Background: an optimization exercise with open tools, aiming at small area, a short achievable clock period and few clock cycles. Do not read the settings as production practice.
In this exercise RTL edits were held to simulation tests only and were not proved equivalent to the original.

Setup of main:
==> flow/design.v (excerpt) <==
module mult_div_unit #(
    parameter int RM  = 8,     
    parameter int BS  = 8     
) (
    input  logic        clk,
    input  logic        reset,
    input  logic        start,
    input  logic [2:0]  op,
    input  logic [31:0] RD1,
    input  logic [31:0] RD2,
    output logic        busy,
    output logic [31:0] HI,
    output logic [31:0] LO
);
For scale: about 1900 cells after synthesis, roughly 110 flip-flops, about 15000 um^2 of cells after synthesis.
clock: 90.0 ns
lec_check: 0
abc_area: 1
cap_margin: 20
core_margin: 2
core_utilization: 60
slew_margin: 20
standard.sh (not shown) runs the stock make flow with config.mk's settings and CLKGATE_MAP_FILE= SYNTH_SCRIPT=/design/flow/synth_recipe.tcl, a recipe that flattens the netlist after the stock synthesis.
==> flow/flow/run.sh <==
#!/bin/bash
# Layout flow: the standard synthesis and layout steps, with buf_1 port
# buffers and timing repair aimed at a setup margin that covers the clock
# period left over by the fixed 18 ns input and output delays.
set -uo pipefail
bash standard.sh synth > synth.log 2>&1 || exit 1
bash standard.sh SETUP_SLACK_MARGIN=71 \
    'BUFFER_PORTS_ARGS=-buffer_cell sky130_fd_sc_hd__buf_1' \
    finish > layout.log 2>&1 || exit 1
main has completed all stages; timing, DRC and antenna checks passed.
Testbench counts of main, summed over its fixed seeds: cycles 13,407.
The inputs of the feature branch differ from those of main as listed below.
--- a/flow/design.v
+++ b/flow/design.v
@@ -34,32 +34,28 @@
     wire w_prep = (r_st == ST_PREP);
     wire w_iter = (r_st == ST_ITER);
     wire w_div  = r_st[1];
     wire w_bneg = r_sgnd & r_b[31];
     wire w_qneg = r_aneg ^ w_bneg;
     logic [31:0] w_am, w_bm;
     logic [5:0]  w_la, w_lb;
     logic [5:0]  w_s;
     assign w_am = r_hi ^ {32{r_aneg}};
     assign w_bm = r_b ^ {32{w_bneg}};
-    function automatic logic [4:0] f_len16(input logic [15:0] x);
-        f_len16 = 5'd0;
-        for (int i = 0; i < 16; i++) begin
-            if (x[i]) f_len16 = 5'(i + 1);
-        end
-    endfunction
-    function automatic logic [5:0] f_len(input logic [31:0] x);
-        if (x[31:16] != 16'd0) f_len = 6'd16 + {1'b0, f_len16(x[31:16])};
-        else                   f_len = {1'b0, f_len16(x[15:0])};
-    endfunction
-    assign w_la = f_len(w_am);
-    assign w_lb = (w_bm[31:1] == 31'd0) ? 6'd1 : f_len(w_bm);
+    always_comb begin
+        w_la = 6'd0;
+        w_lb = 6'd1;
+        for (int i = 0; i < 32; i++) begin
+            if (w_am[i]) w_la = 6'(i + 1);
+            if (w_bm[i]) w_lb = 6'(i + 1);
+        end
+    end
     assign w_s = w_la + {5'd0, r_aneg} - w_lb;
     wire w_sneg = w_s[5];
     wire w_div0 = (r_b == 32'd0);
     logic [4:0]  w_amt;
     logic [31:0] w_sh;
     always_comb begin
         w_amt = 5'd0;
         if (w_iter) w_amt = r_cnt;
         else if (w_prep && !w_qneg) w_amt = w_s[4:0];
     end
### Flow results
The feature branch has completed all stages; timing, DRC and antenna checks passed.
The feature branch: cell count of the worst hold path lower than main
Lower post-route cell area goes to the feature branch over main.
Per the comparison of the feature branch with main, filler-free cell count of the finished design -142; fraction of area in multi-input gates ~0 delta; die area -1.8%; global-route usage -2.3 points.
Of the feature branch and main, it is the feature branch that has the higher post-synthesis sequential area ratio.
The feature branch contains fewer vias than main.
| number of tap instances | lower: the feature branch |
Testbench counts of the feature branch, summed over its fixed seeds: cycles 13,407.


Starting RTL as in the previous note.
Settings: LEC_CHECK=0, ABC_AREA=1, CAP_MARGIN=20, CORE_MARGIN=2, CORE_UTILIZATION=60, SLEW_MARGIN=20; clock period 90.0 ns.
==> flow/flow/run.sh <==
#!/bin/bash
# Layout flow: the standard synthesis and layout steps, with buf_1 port
# buffers and timing repair aimed at a setup margin that covers the clock
# period left over by the fixed 18 ns input and output delays.
set -uo pipefail
bash standard.sh synth > synth.log 2>&1 || exit 1
bash standard.sh SETUP_SLACK_MARGIN=70.7 \
    'BUFFER_PORTS_ARGS=-buffer_cell sky130_fd_sc_hd__buf_1' \
    finish > layout.log 2>&1 || exit 1
Testbench counts at the start, summed over its fixed seeds: cycles 13,407.
Edit:
--- a/flow/design.v
+++ b/flow/design.v
@@ -32,62 +32,60 @@
     logic [31:0] r_lo;
     wire w_mul  = (r_st == ST_MUL);
     wire w_prep = (r_st == ST_PREP);
     wire w_iter = (r_st == ST_ITER);
     wire w_div  = r_st[1];
     wire w_bneg = r_sgnd & r_b[31];
     wire w_qneg = r_aneg ^ w_bneg;
     logic [31:0] w_am, w_bm;
     logic [5:0]  w_la, w_lb;
     logic [5:0]  w_s;
     assign w_am = r_hi ^ {32{r_aneg}};
     assign w_bm = r_b ^ {32{w_bneg}};
-    function automatic logic [4:0] f_len16(input logic [15:0] x);
-        f_len16 = 5'd0;
-        for (int i = 0; i < 16; i++) begin
-            if (x[i]) f_len16 = 5'(i + 1);
-        end
-    endfunction
-    function automatic logic [5:0] f_len(input logic [31:0] x);
-        if (x[31:16] != 16'd0) f_len = 6'd16 + {1'b0, f_len16(x[31:16])};
-        else                   f_len = {1'b0, f_len16(x[15:0])};
-    endfunction
-    assign w_la = f_len(w_am);
-    assign w_lb = (w_bm[31:1] == 31'd0) ? 6'd1 : f_len(w_bm);
+    always_comb begin
+        w_la = 6'd0;
+        w_lb = 6'd1;
+        for (int i = 0; i < 32; i++) begin
+            if (w_am[i]) w_la = 6'(i + 1);
+            if (w_bm[i]) w_lb = 6'(i + 1);
+        end
+    end
     assign w_s = w_la + {5'd0, r_aneg} - w_lb;
     wire w_sneg = w_s[5];
     wire w_div0 = (r_b == 32'd0);
     logic [4:0]  w_amt;
     logic [31:0] w_sh;
     always_comb begin
         w_amt = 5'd0;
         if (w_iter) w_amt = r_cnt;
         else if (w_prep && !w_qneg) w_amt = w_s[4:0];
     end
     always_comb begin
         case (w_amt[4:3])
             2'd0: w_sh = r_b;
             2'd1: w_sh = {r_b[23:0], 8'd0};
             2'd2: w_sh = {r_b[15:0], 16'd0};
             default: w_sh = {r_b[7:0], 24'd0};
         endcase
     end
     logic [32:0]  w_a33;
     logic         w_hext;
     logic [W-1:0] w_hrow;
     logic [W-1:0] w_pp [ND];
     logic [W-1:0] w_krow;
     assign w_a33  = {w_bneg, w_sh};
-    assign w_hext = r_hi[31] & (r_sgnd | ~w_div);
-    assign w_hrow = W'({~w_hext, r_hi});
+    logic [31:0] w_hi_in;
+    assign w_hi_in = r_hi & {32{!(w_mul && r_cnt == c_mul_last)}};
+    assign w_hext  = w_hi_in[31] & (r_sgnd | ~w_div);
+    assign w_hrow  = W'({~w_hext, w_hi_in});
     always_comb begin
         logic [2:0]  bits;
         logic        one, two, neg, nprev;
         logic [33:0] pp;
         logic [W-1:0] k;
         k = W'(-(64'd1 << 32));
         nprev = 1'b0;
         for (int j = 0; j < ND; j++) begin
             bits = {r_lo[2*j+1], r_lo[2*j], (j == 0) ? r_mprev : r_lo[2*j-1]};
             one  = bits[1] ^ bits[0];
             two  = (bits == 3'b100) || (bits == 3'b011);
             neg  = bits[2];
@@ -218,21 +216,21 @@
                     w_lo_int = {r_lo[30:0], w_take ^ w_qneg};
                 end
             endcase
         end
     end
     wire w_ld_hi = !r_busy && start && (op[2] == 1'b0 || op == 3'd4);
     wire w_ld_lo = !r_busy && start && (op[2] == 1'b0 || op == 3'd5);
     always_ff @(posedge clk or negedge reset) begin
         if (!reset) begin
             r_hi <= '0;
             r_lo <= '0;
         end else begin
-            r_hi <= w_ld_hi ? (RD1 & {32{op[1] | op[2]}}) : w_hi_int;
+            r_hi <= w_ld_hi ? RD1 : w_hi_int;
             r_lo <= w_ld_lo ? RD1 : w_lo_int;
         end
     end
     assign busy = r_busy;
     assign HI   = r_hi;
     assign LO   = r_lo;
 endmodule
 `default_nettype wire
The new run completed without violations.
Wire length drops by a few percent.
Cell count drops by a few percent.
Sequential share of layout area barely changes.
Global-route usage drops by 1.2 points.
Via count drops by a few percent.
Worst setup slack gets worse by 0.0093 ns.
Non-clock buffer count climbs by 10.
Synthesized cell count drops by a few percent.
Testbench counts after the change, summed over its fixed seeds: cycles 13,407.


== cedar ==
The RTL this note starts from:
==> flow/design.v <==
`default_nettype none
module mult_div_unit #(
    parameter int RM  = 8,     
    parameter int BS  = 8     
) (
    input  logic        clk,
    input  logic        reset,
    input  logic        start,
    input  logic [2:0]  op,
    input  logic [31:0] RD1,
    input  logic [31:0] RD2,
    output logic        busy,
    output logic [31:0] HI,
    output logic [31:0] LO
);
    localparam int ND = RM / 2;                         
    localparam int W  = (32 + RM > 35) ? 32 + RM : 35;  
    localparam int NR = ND + 2;                         
    localparam logic [4:0] c_mul_last = 5'(32 / RM - 1);
    localparam logic [1:0] ST_MUL  = 2'd0;
    localparam logic [1:0] ST_MFIX = 2'd1;
    localparam logic [1:0] ST_PREP = 2'd2;
    localparam logic [1:0] ST_ITER = 2'd3;
    logic        r_busy;
    logic [1:0]  r_st;
    logic [4:0]  r_cnt;
    logic        r_sgnd;      
    logic        r_aneg;      
    logic        r_mprev;     
    logic [31:0] r_b;
    logic [31:0] r_hi;
    logic [31:0] r_lo;
    wire w_mul  = (r_st == ST_MUL);
    wire w_prep = (r_st == ST_PREP);
    wire w_iter = (r_st == ST_ITER);
    wire w_div  = r_st[1];
    wire w_bneg = r_sgnd & r_b[31];
    wire w_qneg = r_aneg ^ w_bneg;
    logic [31:0] w_am, w_bm;
    logic [5:0]  w_la, w_lb;
    logic [5:0]  w_s;
    assign w_am = r_hi ^ {32{r_aneg}};
    assign w_bm = r_b ^ {32{w_bneg}};
    always_comb begin
        w_la = 6'd0;
        w_lb = 6'd1;
        for (int i = 0; i < 32; i++) begin
            if (w_am[i]) w_la = 6'(i + 1);
            if (w_bm[i]) w_lb = 6'(i + 1);
        end
    end
    assign w_s = w_la + {5'd0, r_aneg} - w_lb;
    wire w_sneg = w_s[5];
    wire w_div0 = (r_b == 32'd0);
    logic [4:0]  w_amt;
    logic [31:0] w_sh;
    always_comb begin
        w_amt = 5'd0;
        if (w_iter) w_amt = r_cnt;
        else if (w_prep && !w_qneg) w_amt = w_s[4:0];
    end
    always_comb begin
        case (w_amt[4:3])
            2'd0: w_sh = r_b;
            2'd1: w_sh = {r_b[23:0], 8'd0};
            2'd2: w_sh = {r_b[15:0], 16'd0};
            default: w_sh = {r_b[7:0], 24'd0};
        endcase
    end
    logic [32:0]  w_a33;
    logic         w_hext;
    logic [W-1:0] w_hrow;
    logic [W-1:0] w_pp [ND];
    logic [W-1:0] w_krow;
    assign w_a33  = {w_bneg, w_sh};
    assign w_hext = r_hi[31] & (r_sgnd | ~w_div);
    assign w_hrow = W'({~w_hext, r_hi});
    always_comb begin
        logic [2:0]  bits;
        logic        one, two, neg, nprev;
        logic [33:0] pp;
        logic [W-1:0] k;
        k = W'(-(64'd1 << 32));
        nprev = 1'b0;
        for (int j = 0; j < ND; j++) begin
            bits = {r_lo[2*j+1], r_lo[2*j], (j == 0) ? r_mprev : r_lo[2*j-1]};
            one  = bits[1] ^ bits[0];
            two  = (bits == 3'b100) || (bits == 3'b011);
            neg  = bits[2];
            if (!w_mul) begin
                one = (j == 32'(w_amt[2:1])) && !w_amt[0];
                two = (j == 32'(w_amt[2:1])) && w_amt[0];
                neg = (j == 32'(w_amt[2:1])) && w_div && !w_qneg;
            end
            pp = ({34{one}} & {w_a33[32], w_a33}) | ({34{two}} & {w_a33, 1'b0});
            pp = pp ^ {34{neg}};
            w_pp[j] = W'({~pp[33], pp[32:0]}) << (2*j);
            if (j > 0) w_pp[j][2*j-2] = nprev;
            nprev = neg;
            k = k - W'(64'd1 << (33 + 2*j));
        end
        w_krow = k;
        w_krow[2*ND-2] = nprev;
    end
    logic [W-1:0] w_csa_s, w_csa_c;
    always_comb begin
        logic [W-1:0] x, y, z;
        x = w_krow;
        y = w_pp[ND-1];
        for (int i = 0; i < NR - 2; i++) begin
            if (i < ND - 1) z = w_pp[ND-2-i];
            else            z = w_hrow;
            w_csa_s = x ^ y ^ z;
            w_csa_c = ((x & y) | (x & z) | (y & z)) << 1;
            x = w_csa_s;
            y = w_csa_c;
        end
        w_csa_s = x;
        w_csa_c = y;
    end
    logic [W-1:0] w_sum;
    always_comb begin
        logic c, cb, g, p, inc;
        logic [W-1:0] s0;
        cb = 1'b0;
        for (int lo = 0; lo < W; lo += BS) begin
            c = 1'b0;
            p = 1'b1;
            for (int i = lo; i < lo + BS && i < W; i++) begin
                s0[i] = w_csa_s[i] ^ w_csa_c[i] ^ c;
                c = (w_csa_s[i] & w_csa_c[i]) | (w_csa_s[i] & c) | (w_csa_c[i] & c);
            end
            g = c;
            inc = cb;
            for (int i = lo; i < lo + BS && i < W; i++) begin
                w_sum[i] = s0[i] ^ inc;
                inc = inc & s0[i];
                p = p & s0[i];
            end
            cb = g | (p & cb);
        end
    end
    logic [34:0] w_t;
    logic        w_take;
    assign w_t    = w_sum[34:0];
    assign w_take = r_aneg ? (w_t[34] || (w_t == 35'd0)) : !w_t[34];
    wire w_acc_md = start && !op[2];
    wire w_pre_go = w_qneg ? w_take : !w_sneg;    
    always_ff @(posedge clk or negedge reset) begin
        if (!reset) begin
            r_busy <= 1'b0;
        end else if (!r_busy) begin
            r_busy <= w_acc_md;
        end else begin
            case (r_st)
                ST_MUL:  if (r_cnt == 5'd0 && (r_sgnd || !r_lo[RM-1])) r_busy <= 1'b0;
                ST_MFIX: r_busy <= 1'b0;
                ST_PREP: if (w_div0 || !w_pre_go || (!w_qneg && w_s[4:0] == 5'd0)) r_busy <= 1'b0;
                default: if (r_cnt == 5'd0) r_busy <= 1'b0;
            endcase
        end
    end
    always_ff @(posedge clk or negedge reset) begin
        if (!reset) begin
            r_st    <= ST_MUL;
            r_cnt   <= 5'd0;
            r_sgnd  <= 1'b0;
            r_aneg  <= 1'b0;
            r_mprev <= 1'b0;
        end else if (!r_busy) begin
            r_st    <= {op[1], 1'b0};
            r_cnt   <= c_mul_last;
            r_sgnd  <= !op[0];
            r_aneg  <= !op[0] && RD1[31];
            r_mprev <= 1'b0;
        end else begin
            case (r_st)
                ST_MUL: begin
                    r_mprev <= r_lo[RM-1];
                    r_cnt   <= r_cnt - 5'd1;
                    if (r_cnt == 5'd0) r_st <= ST_MFIX;
                end
                ST_PREP: begin
                    r_cnt <= w_s[4:0] - {4'd0, !w_qneg};
                    r_st  <= ST_ITER;
                end
                ST_ITER: r_cnt <= r_cnt - 5'd1;
                default: ;
            endcase
        end
    end
    always_ff @(posedge clk) begin
        if (!r_busy) r_b <= RD2;
    end
    logic [31:0] w_hi_int, w_lo_int;
    always_comb begin
        w_hi_int = r_hi;
        w_lo_int = r_lo;
        if (r_busy) begin
            case (r_st)
                ST_MUL: begin
                    w_hi_int = w_sum[RM+31:RM];
                    w_lo_int = {w_sum[RM-1:0], r_lo[31:RM]};
                end
                ST_MFIX: w_hi_int = w_sum[31:0];
                ST_PREP: begin
                    if (w_take && w_pre_go) w_hi_int = w_sum[31:0];
                    if (w_div0)       w_lo_int = '1;
                    else if (w_qneg)  w_lo_int = {32{w_take}};
                    else              w_lo_int = {31'd0, w_take && !w_sneg};
                end
                default: begin
                    if (w_take) w_hi_int = w_sum[31:0];
                    w_lo_int = {r_lo[30:0], w_take ^ w_qneg};
                end
            endcase
        end
    end
    wire w_ld_hi = !r_busy && start && (op[2] == 1'b0 || op == 3'd4);
    wire w_ld_lo = !r_busy && start && (op[2] == 1'b0 || op == 3'd5);
    always_ff @(posedge clk or negedge reset) begin
        if (!reset) begin
            r_hi <= '0;
            r_lo <= '0;
        end else begin
            r_hi <= w_ld_hi ? (RD1 & {32{op[1] | op[2]}}) : w_hi_int;
            r_lo <= w_ld_lo ? RD1 : w_lo_int;
        end
    end
    assign busy = r_busy;
    assign HI   = r_hi;
    assign LO   = r_lo;
endmodule
`default_nettype wire
make LEC_CHECK=0 ABC_AREA=1 CAP_MARGIN=20 CORE_MARGIN=2 CORE_UTILIZATION=40 SLEW_MARGIN=20 finish   # period 90.0 ns
run.sh (not shown) runs the stock make flow with config.mk's settings and CLKGATE_MAP_FILE= SYNTH_SCRIPT=/design/flow/synth_recipe.tcl, a recipe that flattens the netlist after the stock synthesis.
Stock flow here: none of the scripts above is used.
No stage failed in cedar, and the final checks on the layout all came back clean.
Testbench counts of cedar, summed over its fixed seeds: cycles 13,407.
Here is what was changed in the inputs of oak compared with cedar.
-- flow/design.v --
<<< cedar, line 42
    assign w_am = r_hi ^ {32{r_aneg}};
    assign w_bm = r_b ^ {32{w_bneg}};
    always_comb begin
        w_la = 6'd0;
        w_lb = 6'd1;
        for (int i = 0; i < 32; i++) begin
            if (w_am[i]) w_la = 6'(i + 1);
            if (w_bm[i]) w_lb = 6'(i + 1);
        end
    end
    assign w_s = w_la + {5'd0, r_aneg} - w_lb;
    wire w_sneg = w_s[5];
>>> oak, line 42
    assign w_am = r_hi ^ {32{r_aneg}};
    assign w_bm = r_b ^ {32{w_bneg}};
    function automatic logic [4:0] f_len16(input logic [15:0] x);
        f_len16 = 5'd0;
        for (int i = 0; i < 16; i++) begin
            if (x[i]) f_len16 = 5'(i + 1);
        end
    endfunction
    function automatic logic [5:0] f_len(input logic [31:0] x);
        if (x[31:16] != 16'd0) f_len = 6'd16 + {1'b0, f_len16(x[31:16])};
        else                   f_len = {1'b0, f_len16(x[15:0])};
    endfunction
    assign w_la = f_len(w_am);
    assign w_lb = (w_bm[31:1] == 31'd0) ? 6'd1 : f_len(w_bm);
    assign w_s = w_la + {5'd0, r_aneg} - w_lb;
    wire w_sneg = w_s[5];
Results
Between oak and cedar, the layout-stage area growth over the synthesis result figures differ only marginally.
Summary: with cedar as the reference, number of distinct library cells after synthesis in oak moved down by more than 10%.
On data required time at the worst endpoint, cedar and oak are basically level.
Looking at wire length, oak sits about 6% above cedar.
On smallest hold slack, the lower figure sits with oak, not cedar.
Compared oak against cedar; clock-cell share of area within noise.
The remaining design rule violation count was comparable across cedar and oak.
Testbench counts of oak, summed over its fixed seeds: cycles 13,407.

==> static timing again, ports no longer ideal <==
Ports are ideal in the flow. The routed layouts listed here were re-timed in OpenROAD. Step 1 assumes that a clkbuf_16 drives the clock port and a buf_2 every other input. Step 2 times the ports against the registers' clock, not the clock port: input delays grow and output delays shrink by t, the midpoint of the rising clock arrivals with the driver on. a / b / c = no drivers / after step 1 / after step 2; a / b = the first two.
| run | t, ns | setup WS [ns] | worst setup path at the end | worst data-port slew with drivers (ns) | cell pins on the clock port's net |
|---|---|---|---|---|---|
| main | 0.419 | 70.985 / 70.933 / 70.606 | input to register | 0.03 | 1 |
| the feature branch | 0.409 | 70.972 / 70.948 / 70.563 | input to register | 0.04 | 1 |
| the first run of note 2 | 0.418 | 70.816 / 70.771 / 70.425 | input to register | 0.05 | 1 |
| the second run of note 2 | 0.418 | 70.807 / 70.757 / 70.417 | input to register | 0.06 | 1 |
| cedar | 0.434 | 69.187 / 69.202 / 68.768 | input to register | 0.04 | 1 |
| oak | 0.443 | 69.142 / 69.168 / 68.726 | input to register | 0.04 | 1 |
After both steps setup and hold are still met in every run listed. For cedar, which loses most, drivers alone change the setup slack by +0.015 ns; drivers and shift together by -0.419 ns.
